From an optimization exercise on the open Yosys and OpenROAD flow, aimed at small area, a short achievable clock period and few clock cycles; shortcuts taken in it are not production practice. In this exercise RTL edits were held to simulation tests only and were not proved equivalent to the original.

==> v24: inputs <==
// lawnmower_path_generator
module lawnmower_path_generator #(
    parameter int MAX_WAYPOINTS = lpg_pkg::MAX_WAYPOINTS_DEF
) (
    input  logic                               i_clk,
    input  logic                               i_rst_n,
    input  logic                               start,
    output logic                               busy,
    input  logic signed [lpg_pkg::COORD_W-1:0] i_center_x,
    input  logic signed [lpg_pkg::COORD_W-1:0] i_center_y,
    input  logic                               i_cfg_valid,
    output logic                               o_cfg_ready,
    input  logic [lpg_pkg::IDX_W-1:0]          i_cfg_index,
    input  logic [lpg_pkg::LEN_W-1:0]          i_cfg_data,
    output logic                               o_point_valid,
    output logic signed [lpg_pkg::COORD_W-1:0] o_point_x,
    output logic signed [lpg_pkg::COORD_W-1:0] o_point_y,
    output logic [lpg_pkg::PNUM_W-1:0]         o_point_number,
    output logic                               o_last_point,
    output logic                               o_overflow
);
    localparam int LEN_W   = lpg_pkg::LEN_W;
    localparam int TRIG_W  = lpg_pkg::TRIG_W;
    localparam int PNUM_W  = lpg_pkg::PNUM_W;
    localparam int REM_W   = LEN_W + 2;
    localparam logic [PNUM_W-1:0] LAST_PNUM = PNUM_W'(MAX_WAYPOINTS - 1);
    logic [LEN_W-1:0]         r_xlen, r_ylen, r_w;
    logic signed [TRIG_W-1:0] r_cos, r_sin;
    logic                     cfg_wr;
    logic                     restart;
    assign o_cfg_ready = 1'b1;
    assign cfg_wr      = i_cfg_valid && (i_cfg_index <= lpg_pkg::REG_SIN_BEARING);
    assign restart     = !i_rst_n || cfg_wr;
    logic [LEN_W-1:0]         n_xlen, n_ylen, n_w;
    logic signed [TRIG_W-1:0] n_cos, n_sin;
    logic                     r_td;      
    logic                     r_wz;      
    always_comb begin
        n_xlen = r_xlen;
        n_ylen = r_ylen;
        n_w    = r_w;
        n_cos  = r_cos;
        n_sin  = r_sin;
        if (!i_rst_n) begin
            n_xlen = lpg_pkg::RST_X_LENGTH;
            n_ylen = lpg_pkg::RST_Y_LENGTH;
            n_w    = lpg_pkg::RST_STRIPE_WIDTH;
            n_cos  = lpg_pkg::RST_COS_BEARING;
            n_sin  = lpg_pkg::RST_SIN_BEARING;
        end else if (i_cfg_valid) begin
            case (i_cfg_index)
  ...
make LEC_CHECK=0 CAP_MARGIN=20 CORE_MARGIN=2 CORE_UTILIZATION=40 SETUP_SLACK_MARGIN=4.5 SLEW_MARGIN=20 finish   # period 7.5 ns
run.sh (not shown) runs the stock make flow with config.mk's settings and CLKGATE_MAP_FILE= SYNTH_SCRIPT=/design/flow/synth_recipe.tcl, a recipe that flattens the netlist after the stock synthesis.
==> v29 (differences from v24) <==
--- a/flow/design.v
+++ b/flow/design.v
@@ -262,15 +262,15 @@
     logic       r_mrun;      
     logic       r_mprep;     
     logic       r_cdone;     
     logic [1:0] r_round;     
     logic [1:0] r_dig;       
     logic       c_act;       
     logic [2:0]       r_dload;
-    logic [1:0]       r_dround;    
+    logic [LEN_W-1:0] r_h;
     assign c_act = r_mrun && !r_mprep && !r_cdone;
     always_ff @(posedge i_clk) begin
         if (restart) begin
             r_mprep <= 1'b1;
             r_cdone <= 1'b0;
             r_round <= '0;
             r_dig   <= '0;
@@ -311,24 +311,24 @@
     endfunction
     always_comb begin
         tx_is_cos = (r_round == 2'd0) ? r_td : !r_td;
         m_tx  = tx_is_cos ? r_cos : r_sin;
         m_ty  = tx_is_cos ? r_sin : r_cos;
         bth_x = booth(window(m_tx, r_dig));
         bth_y = booth(window(m_ty, r_dig));
-        if (r_dround[1]) begin
+        if (r_round[1]) begin
             m_h = weff;
-        end else if (r_dround[0] ^ r_td) begin
+        end else if (r_round[0] ^ r_td) begin
             m_h = {1'b0, r_xlen[LEN_W-1:1]};
         end else begin
             m_h = {1'b0, r_ylen[LEN_W-1:1]};
         end
     end
     always_ff @(posedge i_clk) begin
-        r_dround <= r_round;
+        r_h      <= m_h;
     end
     localparam logic [1:0] ST_IDLE = 2'd0;
     localparam logic [1:0] ST_WAIT = 2'd1;
     localparam logic [1:0] ST_RUN  = 2'd2;
     localparam logic [1:0] ST_DRAIN = 2'd3;    
     logic [1:0]        r_state, n_state;
     logic              r_busy, n_busy;
@@ -473,30 +473,30 @@
         .n_sel       (n_sel),
         .i_td        (r_td),
         .n_far       (n_far),
         .i_far       (r_far),
         .i_next_last (r_next_last),
         .i_load_c    (idle),
         .i_center    (i_center_x),
-        .i_h         (m_h),
+        .i_h         (r_h),
         .n_booth     (bth_x),
         .n_first     (r_dig == 2'd0),
         .i_load_p    (r_pload),
         .o_point     (o_point_x)
     );
     lpg_datapath #(.IS_Y(1'b1)) u_dp_y (
         .i_clk       (i_clk),
         .n_sel       (n_sel),
         .i_td        (r_td),
         .n_far       (n_far),
         .i_far       (r_far),
         .i_next_last (r_next_last),
         .i_load_c    (idle),
         .i_center    (i_center_y),
-        .i_h         (m_h),
+        .i_h         (r_h),
         .n_booth     (bth_y),
         .n_first     (r_dig == 2'd0),
         .i_load_p    (r_pload),
         .o_point     (o_point_y)
     );
     assign busy           = r_busy;
     assign o_point_valid  = r_show_valid;
Settings changed: SETUP_SLACK_MARGIN 4.5 to 4.0.
==> v9 (differences from v24) <==
--- a/flow/design.v
+++ b/flow/design.v
@@ -262,15 +262,15 @@
     logic       r_mrun;      
     logic       r_mprep;     
     logic       r_cdone;     
     logic [1:0] r_round;     
     logic [1:0] r_dig;       
     logic       c_act;       
     logic [2:0]       r_dload;
-    logic [1:0]       r_dround;    
+    logic [LEN_W-1:0] r_h;
     assign c_act = r_mrun && !r_mprep && !r_cdone;
     always_ff @(posedge i_clk) begin
         if (restart) begin
             r_mprep <= 1'b1;
             r_cdone <= 1'b0;
             r_round <= '0;
             r_dig   <= '0;
@@ -311,24 +311,24 @@
     endfunction
     always_comb begin
         tx_is_cos = (r_round == 2'd0) ? r_td : !r_td;
         m_tx  = tx_is_cos ? r_cos : r_sin;
         m_ty  = tx_is_cos ? r_sin : r_cos;
         bth_x = booth(window(m_tx, r_dig));
         bth_y = booth(window(m_ty, r_dig));
-        if (r_dround[1]) begin
+        if (r_round[1]) begin
             m_h = weff;
-        end else if (r_dround[0] ^ r_td) begin
+        end else if (r_round[0] ^ r_td) begin
             m_h = {1'b0, r_xlen[LEN_W-1:1]};
         end else begin
             m_h = {1'b0, r_ylen[LEN_W-1:1]};
         end
     end
     always_ff @(posedge i_clk) begin
-        r_dround <= r_round;
+        r_h      <= m_h;
     end
     localparam logic [1:0] ST_IDLE = 2'd0;
     localparam logic [1:0] ST_WAIT = 2'd1;
     localparam logic [1:0] ST_RUN  = 2'd2;
     localparam logic [1:0] ST_DRAIN = 2'd3;    
     logic [1:0]        r_state, n_state;
     logic              r_busy, n_busy;
@@ -473,30 +473,30 @@
         .n_sel       (n_sel),
         .i_td        (r_td),
         .n_far       (n_far),
         .i_far       (r_far),
         .i_next_last (r_next_last),
         .i_load_c    (idle),
         .i_center    (i_center_x),
-        .i_h         (m_h),
+        .i_h         (r_h),
         .n_booth     (bth_x),
         .n_first     (r_dig == 2'd0),
         .i_load_p    (r_pload),
         .o_point     (o_point_x)
     );
     lpg_datapath #(.IS_Y(1'b1)) u_dp_y (
         .i_clk       (i_clk),
         .n_sel       (n_sel),
         .i_td        (r_td),
         .n_far       (n_far),
         .i_far       (r_far),
         .i_next_last (r_next_last),
         .i_load_c    (idle),
         .i_center    (i_center_y),
-        .i_h         (m_h),
+        .i_h         (r_h),
         .n_booth     (bth_y),
         .n_first     (r_dig == 2'd0),
         .i_load_p    (r_pload),
         .o_point     (o_point_y)
     );
     assign busy           = r_busy;
     assign o_point_valid  = r_show_valid;
Settings changed: CORE_UTILIZATION 40 to 65.
==> reports/qor.txt <==
Library cells used by synthesis: 80
Status: finished clean
Fill cells: 9195
Initial antenna violation count: 3
Syn-to-layout area delta: 15.1%
FFs & Latches: 761
-- figures above: v29

==> reports/qor.txt <==
FFs & Latches: 761
Library cells used by synthesis: 80
Fill cells: 3749
Status: finished clean
Syn-to-layout area delta: 20.6%
Initial antenna violation count: 1
-- figures above: v9

==> reports/qor.txt <==
Final Instance Area: 0.0509 mm²
Library cells used by synthesis: 88
FFs & Latches: 739
Status: finished clean
Syn-to-layout area delta: 27.4%
Top cell type's share of synthesized area: 0.247
-- figures above: v24

Testbench counts of v24, summed over its fixed seeds: cycles 30,311.
Testbench counts of v29, summed over its fixed seeds: cycles 30,311.
Testbench counts of v9, summed over its fixed seeds: cycles 30,311.

## afterwards: timing with drivers on the ports
How much do the figures lean on ideal ports? The routed layouts below were timed once more, with nothing changed but the port constraints.
Step 1: set_driving_cell puts a clkbuf_16 on i_clk and a buf_2 on each other input, an assumption about the parent block.
Step 2 times the ports against the registers' clock, not the clock port: input delays grow and output delays shrink by t, the midpoint of the rising clock arrivals with the driver on.
Slacks: ideal / step 1 / step 2; pairs: ideal / step 1.
| run | shift t [ns] | setup WS [ns] | worst setup path after step 2 |
|---|---|---|---|
| v24 | 0.734 | 4.191 / 4.191 / 3.770 | input to register |
| v29 | 0.718 | 4.044 / 4.044 / 3.636 | input to register |
| v9 | 0.691 | 4.285 / 4.285 / 3.839 | input to register |
After both steps every run listed still meets setup and hold. The setup slack of v9, which loses most, moves by 0.000 ns with the drivers and by -0.446 ns with both steps.
